Background: an optimization exercise with open tools, aiming at small area and a short achievable clock period. Do not read the settings as production practice.
In this exercise RTL edits were held to simulation tests only and were not proved equivalent to the original.
No activity file was given, so power comes from the tool's default toggle rates.

Setup of main:
==> flow/design.v <==
package dctPkg;
  localparam int SAMPLE_W = 8;
  localparam int STAGE_W  = 10;
  localparam int COL_W    = 12;
  localparam int OUT_W    = 14;
endpackage
module coefRom #(
  parameter int N = 0
) (
  input  logic [2:0]        k,
  output logic signed [9:0] coef
);
  always_comb begin
    case (N)
      0: begin
        case (k)
          3'd0: coef =  10'sd181;
          3'd1: coef =  10'sd251;
          3'd2: coef =  10'sd237;
          3'd3: coef =  10'sd213;
          3'd4: coef =  10'sd181;
          3'd5: coef =  10'sd142;
          3'd6: coef =  10'sd98;
          3'd7: coef =  10'sd50;
          default: coef = '0;
        endcase
      end
      1: begin
        case (k)
          3'd0: coef =  10'sd181;
          3'd1: coef =  10'sd213;
          3'd2: coef =  10'sd98;
          3'd3: coef = -10'sd50;
          3'd4: coef = -10'sd181;
          3'd5: coef = -10'sd251;
          3'd6: coef = -10'sd237;
          3'd7: coef = -10'sd142;
          default: coef = '0;
        endcase
      end
      2: begin
        case (k)
          3'd0: coef =  10'sd181;
          3'd1: coef =  10'sd142;
          3'd2: coef = -10'sd98;
          3'd3: coef = -10'sd251;
          3'd4: coef = -10'sd181;
          3'd5: coef =  10'sd50;
          3'd6: coef =  10'sd237;
          3'd7: coef =  10'sd213;
          default: coef = '0;
        endcase
      end
      3: begin
        case (k)
          3'd0: coef =  10'sd181;
          3'd1: coef =  10'sd50;
          3'd2: coef = -10'sd237;
          3'd3: coef = -10'sd142;
          3'd4: coef =  10'sd181;
          3'd5: coef =  10'sd213;
          3'd6: coef = -10'sd98;
          3'd7: coef = -10'sd251;
          default: coef = '0;
        endcase
      end
      default: coef = '0;
    endcase
  end
endmodule
module dctPass #(
  parameter int IN_W  = 8,
  parameter int OUT_W = 10,
  parameter bit GAPS  = 1,
  parameter bit OUT_REG = 1
) (
  input  logic                    clk,
  input  logic                    rst_n,
  input  logic signed [IN_W-1:0]  inData,
  input  logic                    inValid,
  output logic signed [OUT_W-1:0] outData,
  output logic                    outValid,
  output logic                    outSoon
);
  localparam int E_W   = IN_W + 1;    
  localparam int W     = OUT_W + 9;
  logic signed [IN_W-1:0]   lineBuf [7];
  logic signed [IN_W-1:0]   hold    [8];
  logic [2:0]               inCnt;
  logic                     groupDone;
  logic                     emit;
  logic [2:0]               kCnt;
  logic                     v1, v2, v3;
  logic [OUT_W-1:0]         hiS [4];
  logic [OUT_W-1:0]         hiC [4];
  logic [3:0]               cy;
  logic [OUT_W-1:0]         a1, b1, a2, b2, a3, b3, a4, b4, a5, b5, a6, b6;
  logic [OUT_W-1:0]         sumS, sumC;
  assign groupDone = inValid && (inCnt == 3'd7);
  always_ff @(posedge clk or negedge rst_n) begin
    if (!rst_n) begin
      inCnt <= '0;
    end else if (inValid) begin
      inCnt <= inCnt + 3'd1;
    end
  end
  always_ff @(posedge clk) begin
    if (inValid || !GAPS) begin
      lineBuf[0] <= inData;
      for (int i = 1; i < 7; i++) lineBuf[i] <= lineBuf[i-1];
    end
  end
  always_ff @(posedge clk) begin
    if (groupDone) begin
      for (int n = 0; n < 7; n++) hold[n] <= lineBuf[6-n];
      hold[7] <= inData;
    end
  end
  always_ff @(posedge clk or negedge rst_n) begin
    if (!rst_n) begin
      emit     <= 1'b0;
      kCnt     <= '0;
      v1       <= 1'b0;
      v2       <= 1'b0;
      v3       <= 1'b0;
      outValid <= 1'b0;
    end else begin
      if (groupDone) begin
        emit <= 1'b1;
        kCnt <= '0;
      end else if (emit) begin
        kCnt <= kCnt + 3'd1;
        if (kCnt == 3'd7) emit <= 1'b0;
      end
      v1       <= emit;
      v2       <= v1;
      v3       <= v2;
      outValid <= OUT_REG ? v3 : v2;
    end
  end
  for (genvar n = 0; n < 4; n++) begin : g_lane
    logic signed [9:0]     coef;
    logic signed [E_W-1:0] opReg;
    logic [4:0]            one, ng;
    logic [3:0]            two;
    logic [W-1:0]          kRow;
    logic [E_W:0]          m [4];
    logic [E_W:0]          u [4];
    logic [E_W-1:0]        m4, u4;
    logic [W-1:0]          r [5];
    logic [W-1:0]          s1, c1, s2, c2, s3, c3, sRow, cRow;
    logic [W-1:0]          csS, csC;
    logic [9:0]            low;
    coefRom #(.N(n)) rom (.k(kCnt), .coef(coef));
    always_ff @(posedge clk) begin
      opReg <= kCnt[0] ? E_W'(hold[n]) - E_W'(hold[7-n])
                       : E_W'(hold[n]) + E_W'(hold[7-n]);
      for (int i = 0; i < 5; i++) begin
        one[i] <= coef[2*i] ^ (i == 0 ? 1'b0 : coef[2*i-1]);
        ng[i]  <= coef[2*i+1] & ~(coef[2*i] & (i == 0 ? 1'b0 : coef[2*i-1]));
      end
      for (int i = 0; i < 4; i++) begin
        two[i] <= (coef[2*i+1] & ~coef[2*i] & (i == 0 ? 1'b1 : ~coef[2*i-1])) |
                  (~coef[2*i+1] & coef[2*i] & (i == 0 ? 1'b0 : coef[2*i-1]));
      end
      kRow <= W'(256) - W'(1 << E_W) - W'(1 << (E_W + 2)) - W'(1 << (E_W + 4))
              - W'(1 << (E_W + 6)) - W'(1 << (E_W + 7))
              + W'(coef[9] & ~coef[7]) * W'(256);
    end
    always_comb begin
      for (int i = 0; i < 4; i++) begin
        m[i] = ((one[i] ? (E_W+1)'(opReg) : '0) | (two[i] ? {opReg, 1'b0} : '0))
               ^ {(E_W+1){ng[i]}};
        u[i] = {~m[i][E_W], m[i][E_W-1:0]};
      end
      m4 = (one[4] ? opReg : '0) ^ {E_W{ng[4]}};
      u4 = {~m4[E_W-1], m4[E_W-2:0]};
      r[0] = W'(u[0]);
      r[1] = (W'(u[1]) << 2) | W'(ng[0]);
      r[2] = (W'(u[2]) << 4) | (W'(ng[1]) << 2);
      r[3] = (W'(u[3]) << 6) | (W'(ng[2]) << 4);
      r[4] = (W'(u4)   << 8) | (W'(ng[3]) << 6);
      s1   = r[0] ^ r[1] ^ r[2];
      c1   = ((r[0] & r[1]) | (r[0] & r[2]) | (r[1] & r[2])) << 1;
      s2   = r[3] ^ r[4] ^ kRow;
      c2   = ((r[3] & r[4]) | (r[3] & kRow) | (r[4] & kRow)) << 1;
      s3   = s1 ^ c1 ^ s2;
      c3   = ((s1 & c1) | (s1 & s2) | (c1 & s2)) << 1;
      sRow = s3 ^ c3 ^ c2;
      cRow = ((s3 & c3) | (s3 & c2) | (c3 & c2)) << 1;
    end
    always_ff @(posedge clk) begin
      csS <= sRow;
      csC <= cRow;
    end
    assign low    = {1'b0, csS[8:0]} + {1'b0, csC[8:0]};
    assign cy[n]  = low[9];
    assign hiS[n] = csS[W-1:9];
    assign hiC[n] = csC[W-1:9];
  end
  always_comb begin
    a1 = hiS[0] ^ hiC[0] ^ hiS[1];
    b1 = (((hiS[0] & hiC[0]) | (hiS[0] & hiS[1]) | (hiC[0] & hiS[1])) << 1) | OUT_W'(cy[0]);
    a2 = hiC[1] ^ hiS[2] ^ hiC[2];
    b2 = (((hiC[1] & hiS[2]) | (hiC[1] & hiC[2]) | (hiS[2] & hiC[2])) << 1) | OUT_W'(cy[1]);
    a3 = a1 ^ b1 ^ a2;
    b3 = (((a1 & b1) | (a1 & a2) | (b1 & a2)) << 1) | OUT_W'(cy[2]);
    a4 = b2 ^ hiS[3] ^ hiC[3];
    b4 = (((b2 & hiS[3]) | (b2 & hiC[3]) | (hiS[3] & hiC[3])) << 1) | OUT_W'(cy[3]);
    a5 = a3 ^ b3 ^ a4;
    b5 = ((a3 & b3) | (a3 & a4) | (b3 & a4)) << 1;
    a6 = a5 ^ b5 ^ b4;
    b6 = ((a5 & b5) | (a5 & b4) | (b5 & b4)) << 1;
  end
  always_ff @(posedge clk) begin
    sumS <= a6;
    sumC <= b6;
  end
  if (OUT_REG) begin : g_outReg
    always_ff @(posedge clk) begin
      outData <= sumS + sumC;
    end
    assign outSoon = v3;
  end else begin : g_outComb
    assign outData = sumS + sumC;
    assign outSoon = v2;
  end
endmodule
module transposeBuffer #(
  parameter int W = 10
) (
  input  logic                clk,
  input  logic                rst_n,
  input  logic                wrSoon,
  input  logic signed [W-1:0] wrData,
  output logic signed [W-1:0] rdData,
  output logic                rdValid
);
  logic signed [W-1:0] mem [64];
  logic [5:0]          wrPtr;
  logic                wrPar;
  logic [5:0]          wrAddr;
  logic                wrEn;
  logic                wrLast;
  logic [7:0]          wrHi, wrLo;
  logic [5:0]          rdPtr;
  logic                rdPar;
  logic                rdActive;
  logic [5:0]          rdAddr;
  logic                rdEn;
  logic [7:0]          rdHi, rdLo;
  logic [W-1:0]        rdOr;
  assign wrAddr = wrPar ? {wrPtr[2:0], wrPtr[5:3]} : wrPtr;
  always_comb begin
    logic [5:0] step;
    logic       par;
    if (wrLast) begin
      step = '0;
      par  = ~wrPar;
    end else begin
      step = rdPtr;
      par  = rdPar;
    end
    rdAddr = par ? step : {step[2:0], step[5:3]};
  end
  always_ff @(posedge clk or negedge rst_n) begin
    if (!rst_n) begin
      wrPtr    <= '0;
      wrPar    <= 1'b0;
      wrEn     <= 1'b0;
      wrLast   <= 1'b0;
      rdPtr    <= '0;
      rdPar    <= 1'b0;
      rdActive <= 1'b0;
      rdEn     <= 1'b0;
    end else begin
      wrEn   <= wrSoon;
      wrLast <= wrSoon && (wrPtr == 6'd63);
      if (wrSoon) begin
        wrPtr <= wrPtr + 6'd1;
        if (wrPtr == 6'd63) wrPar <= ~wrPar;
      end
      if (wrLast) begin
        rdActive <= 1'b1;
        rdPtr    <= 6'd1;
        rdPar    <= ~wrPar;
      end else if (rdActive) begin
        rdPtr <= rdPtr + 6'd1;
        if (rdPtr == 6'd0) rdActive <= 1'b0;
      end
      rdEn    <= wrLast || (rdActive && rdPtr != 6'd0);
    end
  end
  always_ff @(posedge clk) begin
    if (wrSoon) begin
      wrHi <= 8'b1 << wrAddr[5:3];
      wrLo <= 8'b1 << wrAddr[2:0];
    end
    rdHi <= 8'b1 << rdAddr[5:3];
    rdLo <= 8'b1 << rdAddr[2:0];
  end
  always_ff @(posedge clk) begin
    for (int a = 0; a < 8; a++) begin
      for (int b = 0; b < 8; b++) begin
        if (wrEn && wrHi[a] && wrLo[b]) mem[8*a+b] <= wrData;
      end
    end
  end
  always_comb begin
    rdOr = '0;
    for (int a = 0; a < 8; a++) begin
      for (int b = 0; b < 8; b++) begin
        rdOr = rdOr | ({W{rdHi[a] & rdLo[b]}} & mem[8*a+b]);
      end
    end
  end
  assign rdData  = rdOr;
  assign rdValid = rdEn;
endmodule
module dct2d (
  input  logic              clk,
  input  logic              rst_n,
  input  logic              x_valid,
  input  logic signed [7:0] x_data,
  output logic              y_valid,
  output logic signed [13:0] y_data
);
  logic                                xValid;
  logic signed [dctPkg::SAMPLE_W-1:0]  xData;
  logic signed [dctPkg::STAGE_W-1:0]   rowData;
  logic                                rowSoon;
  logic signed [dctPkg::STAGE_W-1:0]   colIn;
  logic                                colInValid;
  logic signed [dctPkg::COL_W-1:0]     colData;
  assign xValid = x_valid;
  assign xData  = x_data;
  dctPass #(
    .IN_W  (dctPkg::SAMPLE_W),
    .OUT_W (dctPkg::STAGE_W),
    .GAPS  (1'b1),
    .OUT_REG (1'b0)
  ) rowPass (
    .clk      (clk),
    .rst_n    (rst_n),
    .inData   (xData),
    .inValid  (xValid),
    .outData  (rowData),
    .outValid (),
    .outSoon  (rowSoon)
  );
  transposeBuffer #(
    .W (dctPkg::STAGE_W)
  ) tBuf (
    .clk     (clk),
    .rst_n   (rst_n),
    .wrSoon  (rowSoon),
    .wrData  (rowData),
    .rdData  (colIn),
    .rdValid (colInValid)
  );
  dctPass #(
    .IN_W  (dctPkg::STAGE_W),
    .OUT_W (dctPkg::COL_W),
    .GAPS  (1'b0),
    .OUT_REG (1'b1)
  ) colPass (
    .clk      (clk),
    .rst_n    (rst_n),
    .inData   (colIn),
    .inValid  (colInValid),
    .outData  (colData),
    .outValid (y_valid),
    .outSoon  ()
  );
  assign y_data = dctPkg::OUT_W'(colData);
endmodule
==> flow/config.mk <==
export PLATFORM = sky130hd
export DESIGN_NAME = dct2d
export DESIGN_NICKNAME = dct2d
export VERILOG_FILES = /design/flow/design.v
export SDC_FILE = /design/flow/constraint.sdc
export NUM_CORES = 4
export LEC_CHECK = 0
export ABC_CLOCK_PERIOD_IN_PS = 2500
export CAP_MARGIN = 20
export CORE_MARGIN = 2
export CORE_UTILIZATION = 45
export CTS_CLUSTER_DIAMETER = 100
export CTS_CLUSTER_SIZE = 24
export SETUP_SLACK_MARGIN = 4.5
export SLEW_MARGIN = 20
==> flow/constraint.sdc <==
create_clock -name core_clock -period 7.0 [get_ports {clk}]
set_input_delay 1.4000 -clock core_clock [delete_from_list [all_inputs] [get_ports {clk}]]
set_output_delay 1.4000 -clock core_clock [all_outputs]
set_load 0.01 [all_outputs]
run.sh (not shown) runs the stock make flow with config.mk's settings and CLKGATE_MAP_FILE= SYNTH_SCRIPT=/design/flow/synth_recipe.tcl, a recipe that flattens the netlist after the stock synthesis.
--- input diff main..the feature branch ---
--- a/flow/design.v
+++ b/flow/design.v
@@ -72,6 +72,5 @@
   parameter int IN_W  = 8,
   parameter int OUT_W = 10,
-  parameter bit GAPS  = 1,
-  parameter bit OUT_REG = 1
+  parameter bit GAPS  = 1
 ) (
   input  logic                    clk,
@@ -136,5 +135,5 @@
       v2       <= v1;
       v3       <= v2;
-      outValid <= OUT_REG ? v3 : v2;
+      outValid <= v3;
     end
   end
@@ -217,13 +216,8 @@
     sumC <= b6;
   end
-  if (OUT_REG) begin : g_outReg
-    always_ff @(posedge clk) begin
-      outData <= sumS + sumC;
-    end
-    assign outSoon = v3;
-  end else begin : g_outComb
-    assign outData = sumS + sumC;
-    assign outSoon = v2;
+  always_ff @(posedge clk) begin
+    outData <= sumS + sumC;
   end
+  assign outSoon = v3;
 endmodule
 module transposeBuffer #(
@@ -274,4 +268,5 @@
       rdActive <= 1'b0;
       rdEn     <= 1'b0;
+      rdValid  <= 1'b0;
     end else begin
       wrEn   <= wrSoon;
@@ -290,4 +285,5 @@
       end
       rdEn    <= wrLast || (rdActive && rdPtr != 6'd0);
+      rdValid <= rdEn;
     end
   end
@@ -315,6 +311,7 @@
     end
   end
-  assign rdData  = rdOr;
-  assign rdValid = rdEn;
+  always_ff @(posedge clk) begin
+    rdData <= rdOr;
+  end
 endmodule
 module dct2d (
@@ -333,11 +330,15 @@
   logic                                colInValid;
   logic signed [dctPkg::COL_W-1:0]     colData;
-  assign xValid = x_valid;
-  assign xData  = x_data;
+  always_ff @(posedge clk or negedge rst_n) begin
+    if (!rst_n) xValid <= 1'b0;
+    else        xValid <= x_valid;
+  end
+  always_ff @(posedge clk) begin
+    xData <= x_data;
+  end
   dctPass #(
     .IN_W  (dctPkg::SAMPLE_W),
     .OUT_W (dctPkg::STAGE_W),
-    .GAPS  (1'b1),
-    .OUT_REG (1'b0)
+    .GAPS  (1'b1)
   ) rowPass (
     .clk      (clk),
@@ -362,6 +363,5 @@
     .IN_W  (dctPkg::STAGE_W),
     .OUT_W (dctPkg::COL_W),
-    .GAPS  (1'b0),
-    .OUT_REG (1'b1)
+    .GAPS  (1'b0)
   ) colPass (
     .clk      (clk),
==> comparison <==
Adder and majority cell fraction of the synthesized area delta for the feature branch relative to main: 0.15 points lower. Delta(area of placed instances, the feature branch - main) > 0. ~same total number of nets in the final design in main and the feature branch. Of main and the feature branch, the lower number of sequential cells in the layout belongs to main. When the feature branch is set beside main, its sequential share of power turns out to be 2.4 points larger. Synthesized netlist cell count: main and the feature branch compared, lower one is main. On non-clock buffer count: between main and the feature branch, it ends up lower for the feature branch. Per the comparison of the feature branch with main, total global routing track utilization decreased by 0.97 points relative to the old numbers, met3 wire length rose 0.93%. Compare main and the feature branch | net switching fraction of the power lower: the feature branch. Compared with main, the feature branch shows register-to-register setup slack lower by 0.07 ns. More vias were needed by main than by the feature branch. Between main and the feature branch, the worst hold slack after final layout figures differ only marginally.

-- afterwards: timing with drivers on the ports --
Ports are ideal in the flow. The routed layouts listed here were re-timed in OpenROAD.
Step 1 assumes that a clkbuf_16 drives the clock port and a buf_2 every other input.
Step 2 adds t to the input delays and takes it off the output delays; t is the mean of the earliest and latest rising clock arrival at the registers after step 1. Input paths then give back, and output paths get back, about the clock's delay inside the block.
a / b / c = ideal ports / drivers / drivers and shift; a / b = the first two.
run | t, ns | setup slack, ns | latest minus earliest clock arrival (ns) | worst data-port slew with drivers (ns)
main | 0.791 | 4.285 / 4.198 / 3.979 | 0.059 / 0.059 | 0.04
the feature branch | 0.763 | 4.215 / 4.215 / 4.215 | 0.046 / 0.046 | 0.05
After both steps every run listed still meets setup and hold. The setup slack of main, which loses most, moves by -0.087 ns with the drivers and by -0.306 ns with both steps.
